Source: an optimization exercise on an open RTL-to-GDS flow (aim: small area, a short achievable clock period and few clock cycles per item). Production flows keep margins and buffers that such runs may drop. The RTL was checked by simulation tests, not by an equivalence proof against the original design. Power figures rest on the tool's default switching activity, not on a simulated workload.

$ cat design/flow/run.sh
#!/bin/bash
# synth_recipe.tcl (not shown) runs the flow's synth.tcl, then flattens the netlist and writes it again
# the make line also repeats each setting of config.mk as NAME=value (left out here)
make -C /OpenROAD-flow-scripts/flow DESIGN_CONFIG=/design/flow/config.mk WORK_HOME=/design/flow/orfs CLKGATE_MAP_FILE= SYNTH_SCRIPT=/design/flow/synth_recipe.tcl finish
$ cat design/flow/config.mk
export PLATFORM = sky130hd
export DESIGN_NAME = priority_wildcard_host_matcher
export DESIGN_NICKNAME = priority_wildcard_host_matcher
export VERILOG_FILES = /design/flow/design.v
export SDC_FILE = /design/flow/constraint.sdc
export NUM_CORES = 4
export LEC_CHECK = 0
export CAP_MARGIN = 20
export CORE_MARGIN = 2
export CORE_UTILIZATION = 40
export SLEW_MARGIN = 20
$ cat design/flow/constraint.sdc
create_clock -name core_clock -period 10.0 [get_ports {i_clk}]
set_input_delay 2.0000 -clock core_clock [delete_from_list [all_inputs] [get_ports {i_clk}]]
set_output_delay 2.0000 -clock core_clock [all_outputs]
set_load 0.01 [all_outputs]
$ cat design/flow/design.v
`timescale 1ns / 1ps
package pwhm_pkg;
    typedef struct packed {
        logic        [2:0]  operation;
        logic        [7:0]  char_byte;
        logic signed [31:0] priority_req;
    } t_in_beat;
    typedef struct packed {
        logic [2:0] status;
        logic [2:0] entry_index;
    } t_out_beat;
    localparam logic [2:0] OP_PAT    = 3'd0;
    localparam logic [2:0] OP_COMMIT = 3'd1;
    localparam logic [2:0] OP_HOST   = 3'd2;
    localparam logic [2:0] OP_END    = 3'd3;
    localparam logic [2:0] OP_SORT   = 3'd4;
    localparam logic [2:0] ST_ADDED    = 3'd0;
    localparam logic [2:0] ST_FULL     = 3'd1;
    localparam logic [2:0] ST_TOO_LONG = 3'd2;
    localparam logic [2:0] ST_MATCH    = 3'd3;
    localparam logic [2:0] ST_NO_MATCH = 3'd4;
    localparam logic [7:0] STAR_CH  = 8'h2A;
    localparam logic [7:0] QMARK_CH = 8'h3F;
    function automatic logic [7:0] f_lower(input logic [7:0] c);
        logic [7:0] r;
        r = c;
        if (c >= 8'h41 && c <= 8'h5A) begin
            r = c + 8'h20;
        end
        f_lower = r;
    endfunction
endpackage
`timescale 1ns / 1ps
module priority_wildcard_host_matcher #(
    parameter int ENTRIES     = 8,
    parameter int PATTERN_LEN = 63
) (
    input  logic                i_clk,
    input  logic                i_rst_n,
    input  logic                i_in_valid,
    output logic                o_in_ready,
    input  logic [42:0]         i_in_data,
    output logic                o_out_valid,
    input  logic                i_out_ready,
    output logic [5:0]          o_out_data
);
    pwhm_pkg::t_in_beat  w_in;
    assign w_in = pwhm_pkg::t_in_beat'(i_in_data);
    localparam int IW = (ENTRIES > 1) ? $clog2(ENTRIES) : 1;
    localparam int CW = $clog2(ENTRIES + 1);
    localparam int LW = $clog2(PATTERN_LEN + 1);
    localparam int L1 = PATTERN_LEN + 1;
    localparam int BW = PATTERN_LEN * 8;
    localparam int RW = LW + BW;
    localparam logic [2:0] S_IDLE = 3'd0;
    localparam logic [2:0] S_HOST = 3'd1;
    localparam logic [2:0] S_END  = 3'd2;
    localparam logic [2:0] S_SA   = 3'd3;
    localparam logic [2:0] S_SB   = 3'd4;
    localparam logic [2:0] S_SJ   = 3'd5;
    localparam logic [2:0] S_COPY = 3'd6;
    function automatic logic [L1-1:0] f_star(input logic [BW-1:0] b, input logic [LW-1:0] len);
        logic [L1-1:0] s;
        s = '0;
        for (int k = 0; k < PATTERN_LEN; k++) begin
            s[k] = (LW'(k) < len) && (b[k*8 +: 8] == pwhm_pkg::STAR_CH);
        end
        f_star = s;
    endfunction
    function automatic logic [L1-1:0] f_close(input logic [L1-1:0] r, input logic [L1-1:0] s);
        logic [L1-1:0] t;
        t = r & s;
        f_close = r | ((s + t) ^ s ^ t);
    endfunction
    function automatic logic [L1-1:0] f_adv(input logic [L1-1:0] r, input logic [BW-1:0] b,
                                            input logic [LW-1:0] len, input logic [7:0] c);
        logic [L1-1:0] nr;
        logic [7:0]    p;
        nr = '0;
        for (int k = 0; k < PATTERN_LEN; k++) begin
            p = b[k*8 +: 8];
            if (r[k] && (LW'(k) < len)) begin
                if (p == pwhm_pkg::STAR_CH) begin
                    nr[k] = 1'b1;
                end else if (p == pwhm_pkg::QMARK_CH || p == c) begin
                    nr[k+1] = 1'b1;
                end
            end
        end
        f_adv = nr;
    endfunction
    logic [RW-1:0]       r_pat_mem   [ENTRIES];
    logic [L1-1:0]       r_reach_mem [ENTRIES];
    logic signed [31:0]  r_prio_mem  [ENTRIES];
    logic [IW-1:0]       r_rank_mem  [ENTRIES];
    logic [IW-1:0]       r_nrank_mem [ENTRIES];
    logic [RW-1:0]       r_pat_q;
    logic [L1-1:0]       r_reach_q;
    logic signed [31:0]  r_prio_q;
    logic [IW-1:0]       r_rank_q;
    logic [IW-1:0]       r_nrank_q;
    logic [2:0]          r_state;
    logic [CW-1:0]       r_cnt;
    logic [LW-1:0]       r_blen;
    logic                r_ovf;
    logic                r_term;
    logic                r_hterm;
    logic [BW-1:0]       r_buf;
    logic [7:0]          r_ch;
    logic [CW-1:0]       r_addr;
    logic                r_pv;
    logic [IW-1:0]       r_pidx;
    logic [IW-1:0]       r_e;
    logic signed [31:0]  r_pe;
    logic [IW-1:0]       r_re;
    logic [IW-1:0]       r_rk;
    logic                r_found;
    logic [IW-1:0]       r_best;
    logic [IW-1:0]       r_best_rank;
    logic                r_ovalid;
    pwhm_pkg::t_out_beat r_out;
    logic                w_acc;
    logic                w_sweep;
    logic                w_issue;
    logic                w_done;
    logic [IW-1:0]       w_raddr;
    logic [IW-1:0]       w_waddr;
    logic                w_commit_ok;
    logic                w_pbyte_wr;
    logic [BW-1:0]       w_bytes;
    logic [LW-1:0]       w_len;
    logic [L1-1:0]       w_star;
    logic [L1-1:0]       w_adv;
    logic [L1-1:0]       w_init;
    logic [L1-1:0]       w_new_init;
    logic                w_hit;
    logic                w_better;
    logic                w_reach_we;
    logic [L1-1:0]       w_reach_wd;
    logic                w_rank_we;
    logic [IW-1:0]       w_rank_wd;
    logic                w_nrank_we;
    logic [7:0]          w_lch;
    logic                w_res_op;
    logic                w_oset;
    assign w_res_op   = (w_in.operation == pwhm_pkg::OP_COMMIT) ||
                        (w_in.operation == pwhm_pkg::OP_END);
    assign o_in_ready = (r_state == S_IDLE) && (!r_ovalid || i_out_ready || !w_res_op);
    assign w_acc      = i_in_valid && o_in_ready;
    assign w_lch      = pwhm_pkg::f_lower(w_in.char_byte);
    assign w_sweep = (r_state == S_HOST) || (r_state == S_END) ||
                     (r_state == S_SJ) || (r_state == S_COPY);
    assign w_issue = w_sweep && (r_addr < r_cnt);
    assign w_done  = w_sweep && !w_issue && !r_pv;
    assign w_raddr = (r_state == S_SA) ? r_e : r_addr[IW-1:0];
    assign w_waddr = (r_state == S_IDLE) ? r_cnt[IW-1:0] : r_pidx;
    assign w_oset = (w_acc && (w_in.operation == pwhm_pkg::OP_COMMIT)) ||
                    (w_acc && (w_in.operation == pwhm_pkg::OP_END) && (r_cnt == '0)) ||
                    ((r_state == S_END) && w_done);
    assign w_commit_ok = w_acc && (w_in.operation == pwhm_pkg::OP_COMMIT) &&
                         (r_cnt < CW'(ENTRIES)) && !r_ovf;
    assign w_pbyte_wr  = w_acc && (w_in.operation == pwhm_pkg::OP_PAT) && !r_term &&
                         (w_in.char_byte != 8'h00) && (r_blen < LW'(PATTERN_LEN));
    assign w_bytes    = r_pat_q[BW-1:0];
    assign w_len      = r_pat_q[BW +: LW];
    assign w_star     = f_star(w_bytes, w_len);
    assign w_adv      = f_close(f_adv(r_reach_q, w_bytes, w_len, r_ch), w_star);
    assign w_init     = f_close(L1'(1), w_star);
    assign w_new_init = f_close(L1'(1), f_star(r_buf, r_blen));
    assign w_hit      = r_reach_q[w_len];
    assign w_better   = w_hit && (!r_found || (r_rank_q < r_best_rank));
    assign w_reach_we = w_commit_ok || (r_pv && ((r_state == S_HOST) || (r_state == S_END)));
    assign w_reach_wd = w_commit_ok ? w_new_init : ((r_state == S_HOST) ? w_adv : w_init);
    assign w_rank_we  = w_commit_ok || (r_pv && (r_state == S_COPY));
    assign w_rank_wd  = w_commit_ok ? r_cnt[IW-1:0] : r_nrank_q;
    assign w_nrank_we = (r_state == S_SJ) && w_done;
    always_ff @(posedge i_clk) begin
        if (w_commit_ok) begin
            r_pat_mem[w_waddr]  <= {r_blen, r_buf};
            r_prio_mem[w_waddr] <= w_in.priority_req;
        end
        if (w_reach_we) begin
            r_reach_mem[w_waddr] <= w_reach_wd;
        end
        if (w_rank_we) begin
            r_rank_mem[w_waddr] <= w_rank_wd;
        end
        if (w_nrank_we) begin
            r_nrank_mem[r_e] <= r_rk;
        end
        r_pat_q   <= r_pat_mem[w_raddr];
        r_reach_q <= r_reach_mem[w_raddr];
        r_prio_q  <= r_prio_mem[w_raddr];
        r_rank_q  <= r_rank_mem[w_raddr];
        r_nrank_q <= r_nrank_mem[w_raddr];
    end
    always_ff @(posedge i_clk) begin
        for (int k = 0; k < PATTERN_LEN; k++) begin
            if (w_pbyte_wr && (r_blen == LW'(k))) begin
                r_buf[k*8 +: 8] <= w_lch;
            end
        end
    end
    always_ff @(posedge i_clk) begin
        r_pidx <= r_addr[IW-1:0];
        if (w_acc && w_in.operation == pwhm_pkg::OP_HOST) begin
            r_ch <= w_lch;
        end
        if (r_state == S_SB) begin
            r_pe <= r_prio_q;
            r_re <= r_rank_q;
        end
        if (r_state == S_SB) begin
            r_rk <= '0;
        end else if (r_state == S_SJ && r_pv &&
                     ((r_prio_q < r_pe) || ((r_prio_q == r_pe) && (r_rank_q < r_re)))) begin
            r_rk <= r_rk + 1'b1;
        end
        if (w_acc && w_in.operation == pwhm_pkg::OP_END) begin
            r_found <= 1'b0;
        end else if (r_state == S_END && r_pv && w_better) begin
            r_found     <= 1'b1;
            r_best      <= r_pidx;
            r_best_rank <= r_rank_q;
        end
    end
    always_ff @(posedge i_clk) begin
        if (!i_rst_n) begin
            r_state  <= S_IDLE;
            r_cnt    <= '0;
            r_blen   <= '0;
            r_ovf    <= 1'b0;
            r_term   <= 1'b0;
            r_hterm  <= 1'b0;
            r_addr   <= '0;
            r_pv     <= 1'b0;
            r_e      <= '0;
            r_ovalid <= 1'b0;
        end else begin
            r_pv <= w_issue;
            if (w_issue) begin
                r_addr <= r_addr + 1'b1;
            end
            if (w_oset) begin
                r_ovalid <= 1'b1;
            end else if (r_ovalid && i_out_ready) begin
                r_ovalid <= 1'b0;
            end
            unique case (r_state)
                S_IDLE: begin
                    r_addr <= '0;
                    if (w_acc) begin
                        case (w_in.operation)
                            pwhm_pkg::OP_PAT: begin
                                if (!r_term) begin
                                    if (w_in.char_byte == 8'h00) begin
                                        r_term <= 1'b1;
                                    end else if (r_blen >= LW'(PATTERN_LEN)) begin
                                        r_ovf <= 1'b1;
                                    end else begin
                                        r_blen <= r_blen + 1'b1;
                                    end
                                end
                            end
                            pwhm_pkg::OP_COMMIT: begin
                                r_blen   <= '0;
                                r_ovf    <= 1'b0;
                                r_term   <= 1'b0;
                                if (r_cnt >= CW'(ENTRIES)) begin
                                    r_out <= {pwhm_pkg::ST_FULL, 3'd0};
                                end else if (r_ovf) begin
                                    r_out <= {pwhm_pkg::ST_TOO_LONG, 3'd0};
                                end else begin
                                    r_out <= {pwhm_pkg::ST_ADDED, 3'(r_cnt)};
                                    r_cnt <= r_cnt + 1'b1;
                                end
                            end
                            pwhm_pkg::OP_HOST: begin
                                if (!r_hterm) begin
                                    if (w_in.char_byte == 8'h00) begin
                                        r_hterm <= 1'b1;
                                    end else if (r_cnt != '0) begin
                                        r_state <= S_HOST;
                                    end
                                end
                            end
                            pwhm_pkg::OP_END: begin
                                if (r_cnt == '0) begin
                                    r_hterm  <= 1'b0;
                                    r_out    <= {pwhm_pkg::ST_NO_MATCH, 3'd0};
                                end else begin
                                    r_state <= S_END;
                                end
                            end
                            pwhm_pkg::OP_SORT: begin
                                if (r_cnt != '0) begin
                                    r_e     <= '0;
                                    r_state <= S_SA;
                                end
                            end
                            default: begin
                            end
                        endcase
                    end
                end
                S_HOST: begin
                    if (w_done) begin
                        r_state <= S_IDLE;
                    end
                end
                S_END: begin
                    if (w_done) begin
                        r_state  <= S_IDLE;
                        r_hterm  <= 1'b0;
                        if (r_found) begin
                            r_out <= {pwhm_pkg::ST_MATCH, 3'(r_best)};
                        end else begin
                            r_out <= {pwhm_pkg::ST_NO_MATCH, 3'd0};
                        end
                    end
                end
                S_SA: begin
                    r_state <= S_SB;
                end
                S_SB: begin
                    r_addr  <= '0;
                    r_state <= S_SJ;
                end
                S_SJ: begin
                    if (w_done) begin
                        r_addr <= '0;
                        if (CW'(r_e) + 1'b1 == r_cnt) begin
                            r_state <= S_COPY;
                        end else begin
                            r_e     <= r_e + 1'b1;
                            r_state <= S_SA;
                        end
                    end
                end
                S_COPY: begin
                    if (w_done) begin
                        r_state <= S_IDLE;
                    end
                end
                default: begin
                    r_state <= S_IDLE;
                end
            endcase
        end
    end
    assign o_out_valid = r_ovalid;
    assign o_out_data  = r_out;
endmodule
==> results.txt <==
top cells by count, synth nand2_1, edfxtp_1, nand3_1; WL final 697000 um; CP Data Arrival Time 8.02 ns; EDFF count, synth 5455; Worst path slowest cell o311ai_1; H-tree level count 6; CTS Buf Count 610; Sw Share 20.5%; CTS clock-pin slew for the worst setup and hold paths 0.06 ns; RSZ-0062 raised after global routing no; CTS tree built; fillers 52900; Detailed Place HPWL 384000 um; # hold bufs at CTS 0; Core Rows 284; Die Y 778 um; starting density of the core 40.1%; initial drt markers 18300; min setup slack post-route 2.72 ns; post-synthesis sequential area ratio 73.8%; clk sink count 6099; Unique masters post-synth 101; max-cap viol count 0; CP Data Required Time 10.74 ns; Synth area leader edfxtp_1; first-pass GRT wire length 1010000 um; drt pass-1 iters 9; status no timing/DRC/antenna violations; #FFs+latches synth 6099; Clock Skews 0.0784 ns; CP peak stage delay 0.95 ns; top cell type's share of synthesized area 68.4%; I/O pin count 55; Post-Place Setup Slack 2.20 ns; vias 154000; Final ANT Viol Nets 0; Achievable Freq 137 MHz; routability cong. 0.973; final-stage net count 19400; Setup-failing EPs final 0; Clock Tree Buf Depth 4; worst reg-to-reg path cell count 15; root buf cell clkbuf_16; Skew-Pair Late Insertion Delay 1.15 ns; Final TNS setup 0 ns; Post-Syn Nets 19500; Cells after Synth 19400; internal power 40.7 mW; Layout area overhead 13.0%; Max VDD drop 0.000228 V; nature of the critical path startpoint register; pwr dens 189 mW/mm2; vias in the first global route 145000; die area 0.605 mm2; post-route DRC violation count 0; sequential power share 53.9%; Final Cycle Share 72.8%; Die W 778 um; Setup Buffers After CTS 0; Psw 10.5 mW; core area 0.597 mm2; post-synthesis cell area 0.240 mm2; largest net degree at the start of global routing 182; worst min path class register to register; worst relative slew slack 13.5%; GRT Total Usage 22.2%; GR Overflow Total 0; crit path cell chain inv_1 > ha_1 > buf_4 > nand2_1 > o2111ai_1 > nor3_1 > and4b_1 > and4b_1 > o2111a_1 > and2_1 > nand3_1 > or3_1 > or3_1 > or2_1 > o311ai_1; vias per cell 5.54; ys flop type edfxtp_1; Ys Warns 1; Async SR Flop Fraction 0%; Crit Path Class register to register; final total power 51.2 mW; hold path depth 0; Clock Power Share 45.0%; antenna violations before repair 38; most frequent cell after synthesis nand2_1; R2R Setup Slk 2.72 ns; CTS resizes 0; Area contributors post-synth edfxtp_1, nand2_1, nand3_1; pins over their slew limit 0; combinational share of power 1.2%; Hold Vio Cnt, Final 0; CP max FO 12; layout cells sized above 1 7.45%; # port buffers 54; CP Capture Type register; Wirelength per Cell 25.0 um; Tmin final 7.28 ns; Avg Cell Area, Syn 12.4 um2; actual slew at the worst max-slew pin 1.28 ns; leakage 93.8 nW
-- critical path: cells and delay by family (launching register included) --
family                     cells  cell delay, ns
AOI/OAI and AO/OA              3            1.61
adders and majority gates      1            0.29
buffers and inverters          2            0.55
DFF                            1            0.61
and+or+nand+nor                9            3.80
-- per-stage QoR --
stage / hold WS [ns] / instances / cell area, um2 / util (%)
global placement: 0.420 / 26700 / 250000 / 41.9
detailed placement: 0.423 / 26700 / 250000 / 41.9
finish: 0.425 / 27900 / 271000 / 45.3
CTS: 0.428 / 27800 / 271000 / 45.3
floorplan: 0.389 / 19400 / 240000 / -
global route: 0.448 / 27800 / 271000 / 45.3
-- cells by family after synthesis --
logic type	Yosys count	synth area share (%)
xor gates and xnor gates	518	1.89
adders and majority gates	51	0.266
AOI/OAI and AO/OA	1251	3.04
muxes	30	0.236
and+or+nand+nor	10200	18.8
buffers and inverters	1198	1.94
DFF	6099	73.8
-- area by class of cell --
class	instances	area (um2)	area share, %
timing repair buffer	412	4270	1.58
multi-input combinational	12100	59000	21.8
clock inverter	287	3230	1.19
antenna	17	42.5	0.0157
inverter	110	413	0.153
clock buffer	850	17100	6.31
tap	8008	10000	3.70
sequential	6099	177000	65.3
-- cells in the final DEF (no fill, tap or decap), drive strengths merged, types with 49 or more instances in the layout --
cell,netlist,final
nand4,157,157
nor3,127,127
nand2,5790,5790
nor4bb,49,49
nor4,118,118
buf,105,363
nor2,313,313
or3,64,64
ha,51,51
a21oi,142,142
xor2,269,269
clkdlybuf4s50,0,49
clkinv,3,209
edfxtp,5455,5455
or4,58,58
nor4b,59,59
clkbuf,983,850
o21ai,799,799
xnor2,249,249
inv,107,134
dfxtp,644,644
nand3,3217,3217
-- flip-flops by register name (all words and copies together) (netlist names), 24 cells and up --
register,cells
r_nrank_mem,24
r_pe,32
r_prio_mem,256
r_reach_mem,512
r_prio_q,32
r_pat_q,510
r_rank_mem,24
r_reach_q,64
r_pat_mem,4080
r_buf,504
-- power groups by stage --
stage,Sequential (mW),Combinational (mW),Clock [mW]
after floorplan,28.1,0.276,0
after global placement,28.1,0.594,0
after detailed placement,28.1,0.595,0
after CTS,27.6,0.599,23.3
after global routing,27.6,0.634,24.3
final,27.6,0.602,23.0
-- layer usage --
layer  global-route usage [%]  part of all wire [%]  vias to the layer above
li1                         -                     -                    69400
met2                     35.3                    46                     6578
met5                        0                 0.014                        -
met1                     30.8                    42                    77000
met3                     3.68                   8.3                     1250
met4                     8.47                   4.2                       14
-- final timing paths --
kind,from,endpoint
max,r_blen[0],r_reach_mem[2][56]
min reg2reg,r_prio_q[14],r_pe[14]
max reg2reg,r_blen[0],r_reach_mem[2][56]
min,r_prio_q[14],r_pe[14]
Testbench counts, summed over its fixed seeds: cycles 171,555, items 16,039.

## port drivers added, routing unchanged
In the flow no input, the clock included, has a driving cell. The finished layout below was timed again as built, in two steps. Step 1 sets driving cells, clkbuf_16 on the clock port and buf_2 on the other inputs (assumed; they add their load-dependent delay and slew). Step 2 adds t to the input delays and takes it off the output delays; t is the mean of the earliest and latest rising clock arrival at the registers after step 1. Input paths then give back, and output paths get back, about the clock's delay inside the block. Slacks: ideal / step 1 / step 2; pairs: ideal / step 1.
shift t [ns]: 1.246
setup WS [ns]: 2.724 / 2.724 / 1.896
hold WS [ns]: 0.425 / 0.425 / 0.425
clock arrival spread, ns: 0.093 / 0.093
slew at the worst register clock pin (ns): 0.07 / 0.07
After both steps setup and hold are still met in this run. For this run, drivers alone change the setup slack by 0.000 ns; drivers and shift together by -0.828 ns.
